Source: an optimization exercise on an open RTL-to-GDS flow (aim: small area and a short achievable clock period). Production flows keep margins and buffers that such runs may drop.
Only simulation tests tie the RTL to the original design; equivalence was not proved.

### flow/design.v
module pe_fma32 (
    input  logic [31:0] x,
    input  logic [31:0] y,
    input  logic [31:0] z,
    output logic [31:0] r
);
    logic        sx, sy, sz, ps, sub, rs, neg;
    logic [7:0]  ex, ey, ez, exe, eye, eze;
    logic [22:0] mx, my, mz;
    logic        x_nan, y_nan, z_nan, x_inf, y_inf, z_inf;
    logic        x_zero, y_zero, z_zero;
    logic [23:0] xs, ys, zs;
    logic [47:0] prod;
    logic signed [10:0] sh;
    logic        clamp;
    logic [6:0]  shc;
    logic [76:0] al;
    logic        ast;
    logic [77:0] aw, pw, mag;
    logic [78:0] t;
    logic [6:0]  lz, tz;
    logic signed [10:0] e;
    logic [7:0]  gx;
    logic [101:0] ext;
    logic [24:0] o;
    logic        st, rnd;
    logic [30:0] body;
    logic [31:0] res;
    assign {sx, ex, mx} = x;
    assign {sy, ey, my} = y;
    assign {sz, ez, mz} = z;
    always_comb begin
        x_nan  = (&ex) && (|mx);
        y_nan  = (&ey) && (|my);
        z_nan  = (&ez) && (|mz);
        x_inf  = (&ex) && !(|mx);
        y_inf  = (&ey) && !(|my);
        z_inf  = (&ez) && !(|mz);
        x_zero = !(|ex) && !(|mx);
        y_zero = !(|ey) && !(|my);
        z_zero = !(|ez) && !(|mz);
        ps     = sx ^ sy;
        sub    = ps ^ sz;
        exe    = {ex[7:1], ex[0] | ~(|ex)};
        eye    = {ey[7:1], ey[0] | ~(|ey)};
        eze    = {ez[7:1], ez[0] | ~(|ez)};
        xs     = {|ex, mx};
        ys     = {|ey, my};
        zs     = {|ez, mz};
        prod   = xs * ys;
        sh    = $signed({3'b0, exe}) + $signed({3'b0, eye}) - $signed({3'b0, eze}) - 11'sd100;
        clamp = sh[10] && !z_zero;
        if (sh[10])            shc = 7'd0;
        else if (sh > 11'sd77) shc = 7'd77;
        else                   shc = sh[6:0];
        al  = {zs, 53'b0} >> shc;
        ast = 1'b0;
        for (int j = 0; j < 24; j++)
            if ($signed({4'b0, shc}) >= $signed(11'(53 + j))) ast = ast | zs[j];
        aw  = {1'b0, al[76:1], al[0] | ast};
        pw  = {27'b0, prod, 3'b0};
        t   = {1'b0, pw} + (sub ? ~{1'b0, aw} : {1'b0, aw}) + {78'b0, sub};
        neg = sub && t[78];
        mag = neg ? (~t[77:0] + 78'd1) : t[77:0];
        rs  = ps ^ neg;
        lz = 7'd78;
        for (int i = 0; i < 78; i++) if (mag[i]) lz = 7'(77 - i);
        tz = 7'd78;
        for (int i = 77; i >= 0; i--) if (mag[i]) tz = 7'(i);
        if (clamp) e = $signed({3'b0, eze}) + 11'sd1 - $signed({4'b0, lz});
        else       e = $signed({3'b0, exe}) + $signed({3'b0, eye}) - 11'sd99 - $signed({4'b0, lz});
        if (e < 11'sd1) begin
            if (e < -11'sd30) gx = 8'd127;
            else              gx = 8'(11'sd78 - $signed({4'b0, lz}) - e);
        end else begin
            gx = 8'(7'd77 - lz);
        end
        ext = {mag, 24'b0} >> gx;
        o   = ext[24:0];
        st  = ({1'b0, tz} + 8'd24) < gx;
        rnd = o[0] & (st | o[1]);
        body = {((e < 11'sd1) ? 8'd0 : e[7:0]), o[23:1]} + {30'b0, rnd};
        if (x_nan || y_nan || z_nan) begin
            res = 32'h7FC0_0000;
        end else if (x_inf || y_inf) begin
            if (x_zero || y_zero)         res = 32'h7FC0_0000;
            else if (z_inf && (sz != ps)) res = 32'h7FC0_0000;
            else                          res = {ps, 8'hFF, 23'h0};
        end else if (z_inf) begin
            res = z;
        end else if (x_zero || y_zero) begin
            res = z_zero ? {ps & sz, 31'h0} : z;
        end else if (mag == 78'd0) begin
            res = 32'h0;
        end else if (e > 11'sd254) begin
            res = {rs, 8'hFF, 23'h0};
        end else begin
            res = {rs, body};
        end
    end
    assign r = res;
endmodule
module pe_pipelined #(
    parameter int unsigned W_DEPTH = 4,
    parameter int unsigned PIPE    = 2,
    localparam int unsigned ADDR_W = (W_DEPTH > 1) ? $clog2(W_DEPTH) : 1
) (
    input  logic              clk,
    input  logic              reset,
    input  logic              load_cfg,
    input  logic [2:0]        load_op,
    input  logic              load_wen,
    input  logic [ADDR_W-1:0] load_addr,
    input  logic [31:0]       load_data,
    input  logic              in_valid,
    output logic              in_ready,
    input  logic [31:0]       a,
    input  logic [31:0]       b,
    input  logic [31:0]       c,
    output logic              out_valid,
    input  logic              out_ready,
    output logic [31:0]       out_data,
    output logic              busy
);
    localparam logic [2:0] OP_ADD  = 3'b000;
    localparam logic [2:0] OP_MUL  = 3'b001;
    localparam logic [2:0] OP_FMA  = 3'b010;
    localparam logic [2:0] OP_SYS  = 3'b011;
    localparam logic [2:0] OP_ACC  = 3'b100;
    localparam logic [2:0] OP_RELU = 3'b101;
    localparam logic [31:0] FP_ONE   = 32'h3F80_0000;
    localparam logic [31:0] FP_NZERO = 32'h8000_0000;
    logic [2:0]        cfg;
    logic [31:0]       wbank [W_DEPTH];
    logic [ADDR_W-1:0] wptr;
    logic [31:0]       acc;
    logic              v1, v2;
    logic [31:0]       s1_x, s1_y, s1_z;
    logic              s1_byp, s1_acc;
    logic [31:0]       dat;
    logic              stall, accept;
    logic [31:0]       x_in, y_in, z_in;
    logic              byp_in;
    logic [31:0]       fma_res, result;
    assign stall     = v2 && !out_ready;
    assign in_ready  = !stall && !load_cfg && !load_wen;
    assign accept    = in_valid && in_ready;
    assign out_valid = v2;
    assign out_data  = dat;
    pe_fma32 u_fma (.x(s1_x), .y(s1_y), .z(s1_z), .r(fma_res));
    assign result = s1_byp ? s1_x : fma_res;
    always_comb begin : operand_sel
        x_in   = a;
        y_in   = FP_ONE;
        z_in   = b;
        byp_in = 1'b0;
        case (cfg)
            OP_MUL: begin
                y_in = b;
                z_in = FP_NZERO;
            end
            OP_FMA: begin
                y_in = b;
                z_in = c;
            end
            OP_SYS: begin
                y_in = wbank[wptr];
                z_in = b;
            end
            OP_ACC: begin
                y_in = b;
                z_in = (v1 && s1_acc) ? fma_res : acc;
            end
            OP_RELU: begin
                x_in   = a[31] ? 32'h0 : a;
                byp_in = 1'b1;
            end
            3'b110, 3'b111: begin
                x_in   = 32'h0;
                byp_in = 1'b1;
            end
            default: ;
        endcase
    end
    always_ff @(posedge clk or posedge reset) begin : ctrl_regs
        if (reset) begin
            cfg    <= OP_ADD;
            wptr   <= '0;
            acc    <= '0;
            s1_acc <= 1'b0;
        end else if (load_cfg) begin
            cfg    <= load_op;
            wptr   <= '0;
            acc    <= '0;
            s1_acc <= 1'b0;
        end else begin
            if (accept && cfg == OP_SYS) begin
                wptr <= (32'(wptr) == W_DEPTH - 1) ? '0 : wptr + ADDR_W'(1);
            end
            if (!stall && v1 && s1_acc) acc <= fma_res;
            if (accept) s1_acc <= (cfg == OP_ACC);
        end
    end
    always_ff @(posedge clk or posedge reset) begin : weight_bank
        if (reset) begin
            for (int i = 0; i < W_DEPTH; i++) wbank[i] <= '0;
        end else if (load_wen && (32'(load_addr) < W_DEPTH)) begin
            wbank[load_addr] <= load_data;
        end
    end
    always_ff @(posedge clk or posedge reset) begin : valid_regs
        if (reset) begin
            v1   <= 1'b0;
            v2   <= 1'b0;
            busy <= 1'b0;
        end else begin
            if (!stall) begin
                v1 <= accept;
                v2 <= v1;
            end
            busy <= stall || accept || v1;
        end
    end
    always_ff @(posedge clk) begin : data_regs
        if (accept) begin
            s1_x   <= x_in;
            s1_y   <= y_in;
            s1_z   <= z_in;
            s1_byp <= byp_in;
        end
        if (!stall && v1) dat <= result;
    end
endmodule
### flow/run.sh
#!/bin/bash
# synth_recipe.tcl (not shown) runs the flow's synth.tcl, then flattens the netlist and writes it again
# the make line also repeats each setting of config.mk as NAME=value (left out here)
make -C /OpenROAD-flow-scripts/flow DESIGN_CONFIG=/design/flow/config.mk WORK_HOME=/design/flow/orfs CLKGATE_MAP_FILE= SYNTH_SCRIPT=/design/flow/synth_recipe.tcl finish
### flow/config.mk
export PLATFORM = sky130hd
export DESIGN_NAME = pe_pipelined
export DESIGN_NICKNAME = pe_pipelined
export VERILOG_FILES = /design/flow/design.v
export SDC_FILE = /design/flow/constraint.sdc
export NUM_CORES = 4
export LEC_CHECK = 0
export CAP_MARGIN = 20
export CORE_MARGIN = 2
export CORE_UTILIZATION = 40
export SLEW_MARGIN = 20
### flow/constraint.sdc
create_clock -name core_clock -period 30.0 [get_ports {clk}]
set_input_delay 6.0000 -clock core_clock [delete_from_list [all_inputs] [get_ports {clk}]]
set_output_delay 6.0000 -clock core_clock [all_outputs]
set_load 0.01 [all_outputs]
==> run notes <==
## logic make-up after synthesis
| group | Yosys count |
|---|---|
| DFF | 298 |
| and+or+nand+nor | 2334 |
| other | 1 |
| xor gates and xnor gates | 301 |
| buffers and inverters | 1108 |
| AOI/OAI and AO/OA | 1669 |
| muxes | 397 |
| adders and majority gates | 785 |
## Yosys cell counts, types with 85 or more instances
cell | count | share of area [%]
nand2_1 | 809 | 5.4
clkbuf_1 | 331 | 2.2
nor3_1 | 164 | 1.5
dfrtp_1 | 169 | 7.5
nand3_1 | 167 | 1.5
a21oi_1 | 350 | 3.1
nor2_1 | 442 | 2.9
xnor2_1 | 223 | 3.5
a21o_1 | 85 | 1.1
and2_1 | 261 | 2.9
o21ai_0 | 341 | 3.0
edfxtp_1 | 129 | 6.9
inv_1 | 659 | 4.4
ha_1 | 298 | 6.6
fa_1 | 487 | 17
mux2_2 | 193 | 3.9
mux2i_1 | 171 | 3.0
## sequential cells by signal, indices dropped and copies added (netlist names), 2 cells and up
name and flops:
cfg 3, wptr 2, s1_x 32, s1_z 32
s1_y 32, acc 32, wbank 128, dat 32
## worst min-delay path by stage
stage | to | slack, ps | startpoint | cells after the start
global placement | acc[1] | 460 | acc[1] | 2
CTS | acc[3] | 490 | acc[3] | 2
floorplan | acc[1] | 450 | acc[1] | 2
global route | acc[0] | 510 | acc[0] | 2
detailed placement | acc[3] | 470 | acc[3] | 2
finish | acc[3] | 480 | acc[3] | 2
## metrics by stage
step                      std cells  utilization, %  hold WS [ps]  worst slack [ps]
after floorplan                6893               -           448              8570
after global placement         8649            42.9           464              3910
after detailed placement       8649            42.9           472              3370
after CTS                      8705            43.6           486              3360
after global routing           8709            43.6           512              1070
final                          8713            43.7           484              3060
## final cells by class
| type | instances | area (um^2) | area share [%] |
|---|---|---|---|
| antenna | 8 | 20.0 | 0.0328 |
| clock buffer | 41 | 863 | 1.42 |
| clock inverter | 15 | 175 | 0.287 |
| inverter | 665 | 2510 | 4.11 |
| multi-input combinational | 5487 | 44100 | 72.3 |
| sequential | 298 | 8100 | 13.3 |
| tap | 1876 | 2350 | 3.85 |
| timing repair buffer | 323 | 2860 | 4.69 |
## critical path: cells and delay by family (launching register included)
family	cells	cell delay, ps
compound gates	49	12980
xor+xnor	2	470
fa+ha+maj	10	4150
buf+inv	9	2170
flops	1	660
mux	2	950
simple gates	20	5240
## per-layer routing
layer,track usage [%],share of wire [%]
met1,41.0,42
met2,47.5,45
met3,5.09,9.3
met4,11.2,4.3
met5,0,0.015
==> impl_metrics.ini <==
[run_status]
outcome = no timing/DRC/antenna violations

[synthesis]
synth.area.mux_share_pct = 8.15
synth_seq_cells = 298
synth_fa_ha_area_share_pct = 23.9
synth-xor-area-share_pct = 4.75
synthSimpleGateAreaFrac_pct = 20.3
syn-num-nets = 7817
synth_edf_count = 129
syn_area_per_cell_um2 = 8.19
syn_inst = 6893
seq_area_frac_synth_pct = 14.4
ys_warn_count = 3
synth_top_family_by_area = adder cells
yosys_most_used_dff = dfrtp_1
synth_compound_area_share_pct = 20.8
async_flop_share_pct = 56.7
syn_area_um2 = 56400
synth_cell_types = 142

[sta]
finClkSkew_ps = 49.0
finalCritPeriodShare_pct = 89.8
slew_violations = 0
period_needed_ps = 26940
max_slew_margin_pct = 22.3
finalSetupViolations = 0
rsz0062_at_grt = no
tightest_slew_ps = 1160
hold_viol_final = 0
fmax_mhz = 37.1
fin_tns_setup_ps = 0

[routing]
dr.pass1.iters = 9
post_drt_wl_per_cell_um = 25.6
routed_wl_um = 223000
via_count = 54800
drt_iter0_drc = 6788
drc_errors = 0
ant_nets = 0
avgViaCountPerCell = 6.29

[finish]
mostFrequentLayoutCell = nand2_1
areaGrowthSynthToFinish_pct = 8.09
nFillCells = 14000
final_area_um2 = 61000
fin_nets = 7729
layout_common_cells = 807 x nand2_1, 656 x inv_1, 487 x fa_1
drive_above_1_share_pct = 8.74

[worst_setup_path]
cpMostUsedCell = o21ai_0
r2r_setup_slack_ps = 3060
cp-end-kind = register
cp_data_arrival_time_ps = 27230
endpoint = dat[17]
crit_type = reg -> reg
cp_data_required_time_ps = 30290
rr_startpoint = s1_y[0]
worstSetupStartpointType = register
r2r_cells = 92
cp_max_fo = 41
setup.worst_path.start = s1_y[0]
slowest_delay_ps = 790
reg2reg_to = dat[17]
crit_path_top_delay_cell = a31oi_2

[floorplanning]
core_region_area_um2 = 140000
die_w_um = 380
start_util_pct = 40.4
die-area_um2 = 144000
die_h_um = 380
ios = 174
row_count = 137

[cts]
clk_pin_slew_worst_paths_ps = 60
cts.htree.levels = 1
cts_root_buffer = clkbuf_16
cts_tree = done
worstSkewPairLatency_ps = 610
cts_resized = 0
ctsHoldBuffers = 0
post_cts_buffers = 0
cts.path.max_buffers = 3
cts.sinks = 298
cts_made_buffers = 30

[global_route]
gr-total-overflow = 0
antenna_found_initial = 14
track_usage_pct = 30.0
grt_pass1_wl_um = 338000
grt_pass1_vias = 53100
grt_max_degree = 92

[place]
place_congestion = 1.02
post_dp_cell_area_um2 = 59900
hpwl_um = 175000
port_buffers = 173

[worst_hold_path]
hold_class = reg -> reg

[job]
cap_violations = 0

separate check: timing with driven ports:
The results above use ideal ports. As a check the final layout listed here was re-extracted and re-timed, cells and wires unchanged. Step 1 (the two cells are an assumption about what drives the block):
set clk [get_ports {clk}]
set_driving_cell -lib_cell sky130_fd_sc_hd__clkbuf_16 $clk
set_driving_cell -lib_cell sky130_fd_sc_hd__buf_2 [delete_from_list [all_inputs] $clk]
Step 2 also shifts input and output timing later by t, the mid clock arrival at the registers, as if the neighbouring blocks saw the same clock. Slacks: no drivers / after step 1 / after step 2; pairs: no drivers / after step 1.
t (ns): 0.641
setup slack, ns: 3.062 / 3.062 / 3.062
worst setup path after step 2: register to register
After both steps setup and hold are still met in this run. For this run, drivers alone change the setup slack by 0.000 ns; drivers and shift together by 0.000 ns.
